From an optimization exercise on the open Yosys and OpenROAD flow, aimed at small area and a short achievable clock period; shortcuts taken in it are not production practice.
At most, simulation tests tie the RTL to the original design; equivalence was not proved.
Power figures rest on the tool's default switching activity, not on a simulated workload.

==> flow/design.v <==
`default_nettype none
package ssrc_pkg;
	localparam int LEVELS    = 14;
	localparam int POSITIONS = 64;
	localparam int LVL_W     = $clog2(LEVELS);
	localparam int POS_W     = $clog2(POSITIONS);
	localparam int LEVEL_FW  = 4;
	localparam int PHASE_W   = 3;
	localparam int WORD_W    = 16;
	localparam int OVER_W    = 17;
	localparam int PULSE_W   = 8;
	localparam int OP_W      = 3;
	localparam int ADDR_W    = 4;
	localparam int DATA_W    = 32;
	localparam logic [OP_W-1:0] OP_TICK   = 3'd0;
	localparam logic [OP_W-1:0] OP_START  = 3'd1;
	localparam logic [OP_W-1:0] OP_DECEL  = 3'd2;
	localparam logic [OP_W-1:0] OP_STOP   = 3'd3;
	localparam logic [OP_W-1:0] OP_PULSE  = 3'd4;
	localparam logic [OP_W-1:0] OP_GOAL   = 3'd5;
	localparam logic [OP_W-1:0] OP_ZERO   = 3'd6;
	localparam logic [OP_W-1:0] OP_LOAD   = 3'd7;
	localparam logic [PHASE_W-1:0] PH_IDLE  = 3'd0;
	localparam logic [PHASE_W-1:0] PH_ACCEL = 3'd1;
	localparam logic [PHASE_W-1:0] PH_DECEL = 3'd2;
	localparam logic [PHASE_W-1:0] PH_STOP  = 3'd3;
	localparam logic [PHASE_W-1:0] PH_OVER  = 3'd4;
	localparam logic [1:0] REG_TARGET  = 2'd0;
	localparam logic [1:0] REG_DIR     = 2'd1;
	localparam logic [1:0] REG_OVERRUN = 2'd2;
endpackage
`default_nettype wire
`default_nettype none
import ssrc_pkg::*;
module stepper_speed_ramp_controller (
	input  wire logic                clk,
	input  wire logic                arst_n,
	input  wire logic                psel,
	input  wire logic                penable,
	input  wire logic                pwrite,
	input  wire logic [ADDR_W-1:0]   paddr,
	input  wire logic [DATA_W-1:0]   pwdata,
	output logic      [DATA_W-1:0]   prdata,
	output logic                     pready,
	input  wire logic                in_valid,
	output logic                     in_ready,
	input  wire logic [OP_W-1:0]     op,
	input  wire logic [PULSE_W-1:0]  count_value,
	input  wire logic [LEVEL_FW-1:0] level_index,
	input  wire logic [WORD_W-1:0]   level_reload,
	input  wire logic [WORD_W-1:0]   level_dwell,
	output logic                     out_valid,
	input  wire logic                out_ready,
	output logic      [WORD_W-1:0]   reload_out,
	output logic      [LEVEL_FW-1:0] speed_level,
	output logic      [PHASE_W-1:0]  ramp_state,
	output logic                     running,
	output logic      [POS_W-1:0]    position,
	output logic                     on_position
);
	logic [LEVEL_FW-1:0] target_q;
	logic                dir_q;
	logic [WORD_W-1:0]   overrun_q;
	logic [PHASE_W-1:0]  phase_q,  phase_d;
	logic [LEVEL_FW-1:0] level_q,  level_d;
	logic [WORD_W-1:0]   dwell_q,  dwell_d;
	logic [WORD_W-2:0]   over_q,   over_d;
	logic                timer_q,  timer_d;
	logic [POS_W-1:0]    place_q,  place_d;
	logic [PULSE_W-1:0]  pcount_q, pcount_d;
	logic [PULSE_W-1:0]  pgoal_q,  pgoal_d;
	logic [LEVELS-1:0]   hot_q,    hot_d;
	logic                onpos_q,  onpos_d;
	logic                out_valid_q;
	logic [WORD_W-1:0]   reload_tab_q [LEVELS];
	logic [WORD_W-1:0]   dwell_tab_q  [LEVELS];
	logic                accept;
	logic                cfg_wr;
	logic [WORD_W-1:0]   dwell_cur;
	logic [WORD_W-1:0]   reload_cur;
	logic [LEVEL_FW-1:0] tgt_eff;
	logic [WORD_W-1:0]   dwell_next;
	logic                dwell_done;
	logic                over_hit;
	logic [PHASE_W-1:0]  ph_k  [2];
	logic [LEVEL_FW-1:0] lv_k  [2];
	logic [WORD_W-1:0]   dw_k  [2];
	logic [LEVELS-1:0]   hot_k [2];
	logic [LEVEL_FW:0]   up_k;
	logic [LEVEL_FW-1:0] dn_k;
	logic [WORD_W-1:0]   dwdn_k;
	assign accept   = in_valid && in_ready;
	assign in_ready = !out_valid_q || out_ready;
	assign cfg_wr   = psel && penable && pwrite;
	assign pready   = 1'b1;
	always_ff @(posedge clk or negedge arst_n) begin
		if (!arst_n) begin
			target_q  <= '0;
			dir_q     <= 1'b0;
			overrun_q <= '0;
		end else if (cfg_wr) begin
			case (paddr[3:2])
				REG_TARGET:  target_q  <= pwdata[LEVEL_FW-1:0];
				REG_DIR:     dir_q     <= pwdata[0];
				REG_OVERRUN: overrun_q <= pwdata[WORD_W-1:0];
				default: ;
			endcase
		end
	end
	always_comb begin
		case (paddr[3:2])
			REG_TARGET:  prdata = DATA_W'(target_q);
			REG_DIR:     prdata = DATA_W'(dir_q);
			REG_OVERRUN: prdata = DATA_W'(overrun_q);
			default:     prdata = '0;
		endcase
	end
	always_comb begin
		dwell_cur  = '0;
		reload_cur = '0;
		for (int i = 0; i < LEVELS; i++) begin
			dwell_cur  = dwell_cur  | ({WORD_W{hot_q[i]}} & dwell_tab_q[i]);
			reload_cur = reload_cur | ({WORD_W{hot_q[i]}} & reload_tab_q[i]);
		end
	end
	assign tgt_eff    = (target_q >= LEVEL_FW'(LEVELS)) ? LEVEL_FW'(LEVELS - 1) : target_q;
	assign dwell_next = dwell_q + WORD_W'(1);
	assign dwell_done = dwell_q >= dwell_cur;
	assign over_hit   = {over_q, 1'b1} >= overrun_q;
	always_comb begin
		for (int k = 0; k < 2; k++) begin
			up_k   = {1'b0, level_q} + (LEVEL_FW+1)'(k);
			dn_k   = (k == 1 && level_q != '0) ? level_q - LEVEL_FW'(1) : level_q;
			dwdn_k = (k == 1 || dn_k == '0) ? WORD_W'(1) : dwell_next;
			ph_k[k] = phase_q;
			lv_k[k] = level_q;
			dw_k[k] = dwell_q;
			if (op == OP_STOP) begin
				lv_k[k] = dn_k;
				dw_k[k] = dwdn_k;
				ph_k[k] = PH_OVER;
			end else if (op == OP_TICK && timer_q) begin
				case (phase_q)
					PH_ACCEL: begin
						dw_k[k] = (k == 1) ? WORD_W'(1) : dwell_next;
						if (up_k >= {1'b0, tgt_eff}) begin
							lv_k[k] = tgt_eff;
							ph_k[k] = PH_IDLE;
						end else begin
							lv_k[k] = up_k[LEVEL_FW-1:0];
						end
					end
					PH_DECEL: begin
						lv_k[k] = dn_k;
						dw_k[k] = dwdn_k;
						if (dn_k == '0) ph_k[k] = PH_IDLE;
					end
					PH_STOP: begin
						lv_k[k] = dn_k;
						dw_k[k] = dwdn_k;
						ph_k[k] = PH_OVER;
					end
					PH_OVER: begin
						if (over_hit) begin
							lv_k[k] = '0;
							ph_k[k] = PH_IDLE;
							dw_k[k] = WORD_W'(1);
						end else begin
							lv_k[k] = dn_k;
							dw_k[k] = dwdn_k;
						end
					end
					default: ;
				endcase
			end else if (op == OP_START) begin
				ph_k[k] = PH_ACCEL;
				lv_k[k] = '0;
			end else if (op == OP_DECEL) begin
				ph_k[k] = PH_DECEL;
			end
			for (int i = 0; i < LEVELS; i++) hot_k[k][i] = (lv_k[k] == LEVEL_FW'(i));
		end
	end
	always_comb begin
		phase_d  = dwell_done ? ph_k[1] : ph_k[0];
		level_d  = dwell_done ? lv_k[1] : lv_k[0];
		dwell_d  = dwell_done ? dw_k[1] : dw_k[0];
		hot_d    = dwell_done ? hot_k[1] : hot_k[0];
		over_d   = over_q;
		timer_d  = timer_q;
		place_d  = place_q;
		pcount_d = pcount_q;
		pgoal_d  = pgoal_q;
		onpos_d  = onpos_q;
		case (op)
			OP_TICK: if (timer_q && phase_q == PH_OVER) begin
				if (over_hit) begin
					timer_d = 1'b0;
					over_d  = '0;
				end else begin
					over_d  = over_q + (WORD_W-1)'(1);
				end
			end
			OP_START: timer_d = 1'b1;
			OP_PULSE: begin
				pcount_d = pcount_q + PULSE_W'(1);
				onpos_d  = pcount_d >= pgoal_q;
				place_d  = dir_q ? place_q - POS_W'(1) : place_q + POS_W'(1);
			end
			OP_GOAL: begin
				pcount_d = '0;
				pgoal_d  = count_value;
				onpos_d  = count_value == '0;
			end
			OP_ZERO: place_d = '0;
			default: ;
		endcase
	end
	always_ff @(posedge clk or negedge arst_n) begin
		if (!arst_n) begin
			phase_q  <= PH_IDLE;
			level_q  <= '0;
			hot_q    <= LEVELS'(1);
			dwell_q  <= WORD_W'(1);
			over_q   <= '0;
			timer_q  <= 1'b0;
			place_q  <= '0;
			pcount_q <= '0;
			pgoal_q  <= '0;
			onpos_q  <= 1'b1;
		end else if (accept) begin
			phase_q  <= phase_d;
			level_q  <= level_d;
			hot_q    <= hot_d;
			dwell_q  <= dwell_d;
			over_q   <= over_d;
			timer_q  <= timer_d;
			place_q  <= place_d;
			pcount_q <= pcount_d;
			pgoal_q  <= pgoal_d;
			onpos_q  <= onpos_d;
		end
	end
	for (genvar i = 0; i < LEVELS; i++) begin : g_tab
		always_ff @(posedge clk) begin
			if (accept && op == OP_LOAD && level_index == LEVEL_FW'(i)) begin
				reload_tab_q[i] <= level_reload;
				dwell_tab_q[i]  <= level_dwell;
			end
		end
	end
	always_ff @(posedge clk or negedge arst_n) begin
		if (!arst_n) begin
			out_valid_q <= 1'b0;
		end else if (accept) begin
			out_valid_q <= 1'b1;
		end else if (out_ready) begin
			out_valid_q <= 1'b0;
		end
	end
	assign out_valid   = out_valid_q;
	assign reload_out  = reload_cur;
	assign speed_level = level_q;
	assign ramp_state  = phase_q;
	assign running     = timer_q;
	assign position    = place_q;
	assign on_position = onpos_q;
endmodule
`default_nettype wire
clock: 7.5 ns
lec_check: 0
abc_clock_period_in_ps: 3700
cap_margin: 20
core_margin: 2
core_utilization: 40
cts_buf_list: sky130_fd_sc_hd__clkbuf_16
cts_cluster_diameter: 100
cts_cluster_size: 30
setup_slack_margin: 3.8
slew_margin: 20
standard.sh (not shown) runs the stock make flow with config.mk's settings and CLKGATE_MAP_FILE= SYNTH_SCRIPT=/design/flow/synth_recipe.tcl, a recipe that flattens the netlist after the stock synthesis.
==> flow/flow/run.sh <==
#!/bin/bash
# Standard layout, with the port buffers made of buf_2 cells instead of the
# delay cells buffer_ports picks on its own.
set -euo pipefail
bash standard.sh "BUFFER_PORTS_ARGS=-buffer_cell sky130_fd_sc_hd__buf_2" finish > standard_flow.log 2>&1
Next try:
--- a/flow/design.v
+++ b/flow/design.v
@@ -68,10 +68,11 @@
 	logic                timer_q,  timer_d;
 	logic [POS_W-1:0]    place_q,  place_d;
 	logic [PULSE_W-1:0]  pcount_q, pcount_d;
 	logic [PULSE_W-1:0]  pgoal_q,  pgoal_d;
 	logic [LEVELS-1:0]   hot_q,    hot_d;
+	logic [LEVELS-1:0]   sel_q;
 	logic                onpos_q,  onpos_d;
 	logic                out_valid_q;
 	logic [WORD_W-1:0]   reload_tab_q [LEVELS];
 	logic [WORD_W-1:0]   dwell_tab_q  [LEVELS];
 	logic                accept;
@@ -117,12 +118,12 @@
 	end
 	always_comb begin
 		dwell_cur  = '0;
 		reload_cur = '0;
 		for (int i = 0; i < LEVELS; i++) begin
-			dwell_cur  = dwell_cur  | ({WORD_W{hot_q[i]}} & dwell_tab_q[i]);
-			reload_cur = reload_cur | ({WORD_W{hot_q[i]}} & reload_tab_q[i]);
+			dwell_cur  = dwell_cur  | ({WORD_W{sel_q[i]}} & dwell_tab_q[i]);
+			reload_cur = reload_cur | ({WORD_W{sel_q[i]}} & reload_tab_q[i]);
 		end
 	end
 	assign tgt_eff    = (target_q >= LEVEL_FW'(LEVELS)) ? LEVEL_FW'(LEVELS - 1) : target_q;
 	assign dwell_next = dwell_q + WORD_W'(1);
 	assign dwell_done = dwell_q >= dwell_cur;
@@ -239,10 +240,13 @@
 			pcount_q <= pcount_d;
 			pgoal_q  <= pgoal_d;
 			onpos_q  <= onpos_d;
 		end
 	end
+	always_ff @(posedge clk) begin
+		if (accept) sel_q <= hot_d;
+	end
 	for (genvar i = 0; i < LEVELS; i++) begin : g_tab
 		always_ff @(posedge clk) begin
 			if (accept && op == OP_LOAD && level_index == LEVEL_FW'(i)) begin
 				reload_tab_q[i] <= level_reload;
 				dwell_tab_q[i]  <= level_dwell;
Outcome: The new run finished with timing, DRC and antenna clean. Power went up by 0.61%. Sequential power came out higher by about 2%. Clock power went up by about 9%. Final area went up by 3.4%. Via count climbs by 3.8%. Clock-buffer cell count is higher by 2. Worst setup slack is worse by 19 ps. Sequential share of layout area went down by 1.8 points. Synthesized cell count is higher by 1.5%. Routed wire length rose by 5.2%. Global-route usage rises by 0.22 points. Critical path depth came out lower by 8. Clock skew came out higher by 12 ps.
No functional check of the RTL was part of the second run of this note.

[afterwards: timing with drivers on the ports]
No port has a modelled driver above. Below, the same layouts with a new extraction and two added sets of constraints.
Step 1 sets driving cells, clkbuf_16 on the clock port and buf_2 on the other inputs (assumed; they add their load-dependent delay and slew).
Step 2 adds t to the input delays and takes it off the output delays; t is the mean of the earliest and latest rising clock arrival at the registers after step 1. Input paths then give back, and output paths get back, about the clock's delay inside the block.
a / b / c = no drivers / after step 1 / after step 2; a / b = the first two.
run | shift t [ns] | setup WS [ns] | hold slack, ns | slew at the worst register clock pin (ns) | pins driven straight from the clock port
the first run | 0.638 | 3.808 / 3.767 / 3.415 | 0.532 / 0.532 / 0.532 | 0.12 / 0.12 | 1
the second run | 0.647 | 3.789 / 3.728 / 3.416 | 0.510 / 0.510 / 0.510 | 0.11 / 0.11 | 1
After both steps setup and hold are still met in every run listed. For the first run, which loses most, drivers alone change the setup slack by -0.041 ns; drivers and shift together by -0.393 ns.
